Context: an optimization exercise on an open-source flow, tuned for small area and a short achievable clock period. The choices shown serve that exercise and are no tape-out recipe.
Function was checked by simulation only, so behaviour that the tests miss may differ from the original.
The clock port is modelled as an ideal driver, which makes a skipped or thinned clock tree look cheaper than it is; a real chip needs a root buffer or a tree.

// dtsWorker
module dtsWorker (
	input wire logic clk,
	input wire logic reset,
	input wire logic anotherOne,
	output logic [39:0] natRuler,
	output logic done
);
Size in the first run: roughly 1100 cells after synthesis, ~44 I/O pins.
clock: 24.0 ns
lec_check: 0
abc_area: 1
cap_margin: 20
core_margin: 2
core_utilization: 40
place_density: 0.6
slew_margin: 20
standard.sh (not shown) runs the stock make flow with config.mk's settings and CLKGATE_MAP_FILE= SYNTH_SCRIPT=/design/flow/synth_recipe.tcl, a recipe that flattens the netlist after the stock synthesis.
==> flow/flow/run.sh <==
#!/bin/bash
# The standard layout with these changes:
# - the port buffers are buf_2 instead of the flow's default pick (a slow
#   delay buffer); every port still gets a buffer;
# - the clock tree is built by hand in two short levels: the clock port feeds
#   four clkbuf_16, which feed twelve clkbuf_8, each at the centre of the
#   flip-flops it drives (manual_cts.tcl, sourced before the CTS step, which
#   then skips TritonCTS);
# - timing repair keeps a setup margin so that it also works on the few paths
#   that set the achieved period.
# The constraints and the clock period are the standard flow's.
set -euo pipefail
export BUFFER_PORTS_ARGS="-buffer_cell sky130_fd_sc_hd__buf_2"
export PRE_CTS_TCL="$(pwd)/flow/manual_cts.tcl"
export SETUP_SLACK_MARGIN=18.35
bash standard.sh > standard_flow.log 2>&1
Other scripts of this flow, unchanged in this note and not shown: flow/flow/manual_cts.tcl
Edit:
--- a/flow/config.mk
+++ b/flow/config.mk
@@ -11,2 +11,2 @@
-export CORE_UTILIZATION = 40
-export PLACE_DENSITY = 0.6
+export CORE_UTILIZATION = 65
+export PLACE_DENSITY = 0.75
=> The new run finished clean; cell count decreases by 7.3%; worst hold slack stays flat; utilization increases by 27 points; area after synthesis does not change.
No run of this note takes its clock network from TritonCTS; it comes from the design's own scripts or RTL.

job 6120:
dtsWorker again, from the RTL that the note above started with.
export LEC_CHECK = 0
export CAP_MARGIN = 20
export CORE_MARGIN = 2
export CORE_UTILIZATION = 40
export PLACE_DENSITY = 0.6
export SLEW_MARGIN = 20
create_clock -name core_clock -period 24.0 [get_ports {clk}]
==> flow/flow/run.sh <==
#!/bin/bash
# The standard layout with two changes: the port buffers are buf_2
# instead of the flow's default pick (a slow delay buffer), and the clock
# tree uses clkbuf_8 in larger sink clusters without dummy loads. Every port
# still gets a buffer; the constraints and the clock period are the standard flow's.
set -euo pipefail
export BUFFER_PORTS_ARGS="-buffer_cell sky130_fd_sc_hd__buf_2"
export CTS_ARGS="-sink_clustering_enable -repair_clock_nets -sink_clustering_size 50 -sink_clustering_max_diameter 200 -sink_buffer_max_cap_derate 0.5 -buf_list sky130_fd_sc_hd__clkbuf_8 -dont_use_dummy_load"
bash standard.sh > standard_flow.log 2>&1
Every stage of the flow completed for job 6120, and the final layout passed the timing, design-rule and antenna checks.
diff inputs: job 6120 => job 5856
Settings: ABC_AREA: unset -> 1.
==> flow/flow/run.sh <==
#!/bin/bash
# The standard layout with three changes: the port buffers are buf_2
# instead of the flow's default pick (a slow delay buffer), the clock tree
# uses clkbuf_8 without dummy loads, and timing repair keeps a setup margin
# so that it also works on the few paths that set the achieved period.
# Every port still gets a buffer; the constraints and the clock period are
# the standard flow's.
set -euo pipefail
export BUFFER_PORTS_ARGS="-buffer_cell sky130_fd_sc_hd__buf_2"
export CTS_ARGS="-sink_clustering_enable -repair_clock_nets -sink_clustering_size 40 -sink_clustering_max_diameter 100 -buf_list sky130_fd_sc_hd__clkbuf_8 -dont_use_dummy_load"
export SETUP_SLACK_MARGIN=18.15
bash standard.sh > standard_flow.log 2>&1
==> notes.md <==
Measured against job 5856, the non-clock buffer count of job 6120 comes out at 1.08 times the reference value. On first-iteration DRC count, job 6120 loses to job 5856. Job 6120 reports its most common cell after layout, fill and taps aside as sky130_fd_sc_hd__dfxtp_1 while job 5856 reports sky130_fd_sc_hd__nand2_1. Cmp job 5856 and job 6120 / post-layout minimum cycle time / lower: job 5856. The combined flip-flop and latch cell area of job 5856 exceeds that of job 6120 by about 0.6%.
Changes in job 4074 relative to job 5856:
==> flow/flow/run.sh <==
#!/bin/bash
# The standard layout with two changes: the port buffers are buf_2
# instead of the flow's default pick (a slow delay buffer), and the clock
# tree uses clkbuf_8 in larger sink clusters without dummy loads. Every port
# still gets a buffer; the constraints and the clock period are the standard flow's.
set -euo pipefail
export BUFFER_PORTS_ARGS="-buffer_cell sky130_fd_sc_hd__buf_2"
export CTS_ARGS="-sink_clustering_enable -repair_clock_nets -sink_clustering_size 40 -sink_clustering_max_diameter 100 -buf_list sky130_fd_sc_hd__clkbuf_4 -root_buf sky130_fd_sc_hd__clkbuf_8 -dont_use_dummy_load"
bash standard.sh > standard_flow.log 2>&1
==> notes.md <==
From job 5856 to job 4074 the numbers moved as follows: actual slew at the worst max-slew pin went up by 0.0045 ns; number of buffers other than clock buffers in the final layout now smaller.
Job 4074 ran to completion and came out clean on the timing, design-rule and antenna checks.
#### Input delta (job 2899 over job 4074)
Settings: PLACE_DENSITY now 0.75, was 0.6; CORE_UTILIZATION now 65, was 40.
==> flow/flow/run.sh <==
#!/bin/bash
# The standard layout with three changes: the port buffers are buf_2
# instead of the flow's default pick (a slow delay buffer), the clock tree
# uses clkbuf_8 without dummy loads, and timing repair keeps a setup margin
# so that it also works on the few paths that set the achieved period.
# Every port still gets a buffer; the constraints and the clock period are
# the standard flow's.
set -euo pipefail
export BUFFER_PORTS_ARGS="-buffer_cell sky130_fd_sc_hd__buf_2"
export CTS_ARGS="-sink_clustering_enable -repair_clock_nets -sink_clustering_size 40 -sink_clustering_max_diameter 100 -buf_list sky130_fd_sc_hd__clkbuf_8 -dont_use_dummy_load"
export SETUP_SLACK_MARGIN=18.15
bash standard.sh > standard_flow.log 2>&1
Findings:
Job 4074 -> job 2899: parity-gate share of the synthesized area counting xor and xnor cells delta 0, exact match
Job 2899 vs job 4074 — ratio of cells with drive above 1 in the final layout rose 0.62 points.
Job 2899 reached the final stage; the timing, design-rule and antenna checks on its layout passed.
Job 2899: post-placement setup slack 0.15 ns above job 4074
Where via count is concerned, job 4074 is better than job 2899.
Job 4074 → job 2899: maximum clock rate higher, post-detailed-routing wire length lower, wire length of the first global-routing pass lower.
#### Input delta (job 5763 over job 2899)
Settings: swapping 0.75 for 0.6 in PLACE_DENSITY; swapping 65 for 40 in CORE_UTILIZATION.
==> flow/flow/run.sh <==
#!/bin/bash
# The standard layout with two changes: the port buffers are buf_2
# instead of the flow's default pick (a slow delay buffer), and the clock
# tree uses clkbuf_8 in larger sink clusters without dummy loads. Every port
# still gets a buffer; the constraints and the clock period are the standard flow's.
set -euo pipefail
export BUFFER_PORTS_ARGS="-buffer_cell sky130_fd_sc_hd__buf_2"
export CTS_ARGS="-sink_clustering_enable -repair_clock_nets -sink_clustering_size 40 -sink_clustering_max_diameter 100 -buf_list sky130_fd_sc_hd__clkbuf_8 -dont_use_dummy_load"
bash standard.sh > standard_flow.log 2>&1
==> comparison <==
Between job 2899 and job 5763, the flow reports via count of the first global-routing pass decreasing by a few percent. Die area: job 5763 > job 2899. Of the two values seen for highest-delay cell along the critical path, sky130_fd_sc_hd__dfxtp_2 was produced by job 2899 and sky130_fd_sc_hd__dfxtp_1 by job 5763. As far as hold buffer count at CTS goes, job 5763 and job 2899 are indistinguishable; the numbers are identical. Delta (job 5763 minus job 2899): total area of multi-input combinational cells now sits at about the same level, flip-flop and latch share of the layout cell area decreased by 0.62 points relative to the old numbers. Delta (job 5763 minus job 2899): hold slack closely matched the old numbers; worst setup margin shows a reduction of 0.25 ns; count of non-filler cells in the finished layout grew by about 8%; non-clock buffer count in the final layout increased by 4.4% relative to the old numbers. The fraction of the cycle the final worst path needs reported for job 5763 is greater than that of job 2899 by 1.0 points. Job 5763 ended with every stage complete and zero timing, DRC or antenna violations.
[inputs] job 8402 vs job 5763
Settings: a deleted ABC_AREA that had been 1.
--- a/flow/flow/run.sh
+++ b/flow/flow/run.sh
@@ -7,3 +7,4 @@
 export BUFFER_PORTS_ARGS="-buffer_cell sky130_fd_sc_hd__buf_2"
 export CTS_ARGS="-sink_clustering_enable -repair_clock_nets -sink_clustering_size 40 -sink_clustering_max_diameter 100 -buf_list sky130_fd_sc_hd__clkbuf_8 -dont_use_dummy_load"
+export SETUP_SLACK_MARGIN=18.4
 bash standard.sh > standard_flow.log 2>&1
The finished layout cell area in job 8402 was higher than what job 5763 gave.
Delta (job 8402 minus job 5763): total detailed-routing wirelength has increased, DRC marker count from the first detailed-route iteration grew by 52%.

## what the ideal ports hide
The flow's constraints put no driver on any port. The routed layouts listed below were extracted and timed again, unchanged, in two steps. Step 1, drivers: a clkbuf_16 drives clk and a buf_2 each remaining input, both assumed. Step 2 adds t to the input delays and takes it off the output delays; t is the mean of the earliest and latest rising clock arrival at the registers after step 1. Input paths then give back, and output paths get back, about the clock's delay inside the block. Three values: ideal ports, drivers, drivers and shift; two values: the first two.
run	t (ns)	setup slack, ns	hold slack, ns	worst setup path at the end	worst slew at a driven data input, ns
the first run of note 1	0.378	18.320 / 18.229 / 18.604	0.428 / 0.428 / 0.428	input to register	0.03
the second run of note 1	0.371	18.334 / 18.243 / 18.573	0.431 / 0.431 / 0.431	input to register	0.03
job 6120	0.482	17.986 / 17.947 / 18.237	0.463 / 0.463 / 0.463	input to register	0.03
job 5856	0.484	18.205 / 18.163 / 18.612	0.428 / 0.428 / 0.428	input to register	0.03
job 4074	0.463	17.972 / 17.931 / 18.393	0.435 / 0.435 / 0.435	register to output	0.03
job 2899	0.471	18.207 / 18.170 / 18.586	0.428 / 0.428 / 0.428	input to register	0.03
job 5763	0.486	17.961 / 17.919 / 18.405	0.428 / 0.428 / 0.428	register to output	0.03
job 8402	0.480	18.208 / 18.169 / 18.207	0.463 / 0.463 / 0.463	input to register	0.03
After both steps setup and hold are still met in every run listed. The setup slack of job 8402, which loses most, moves by -0.039 ns with the drivers and by -0.001 ns with both steps.
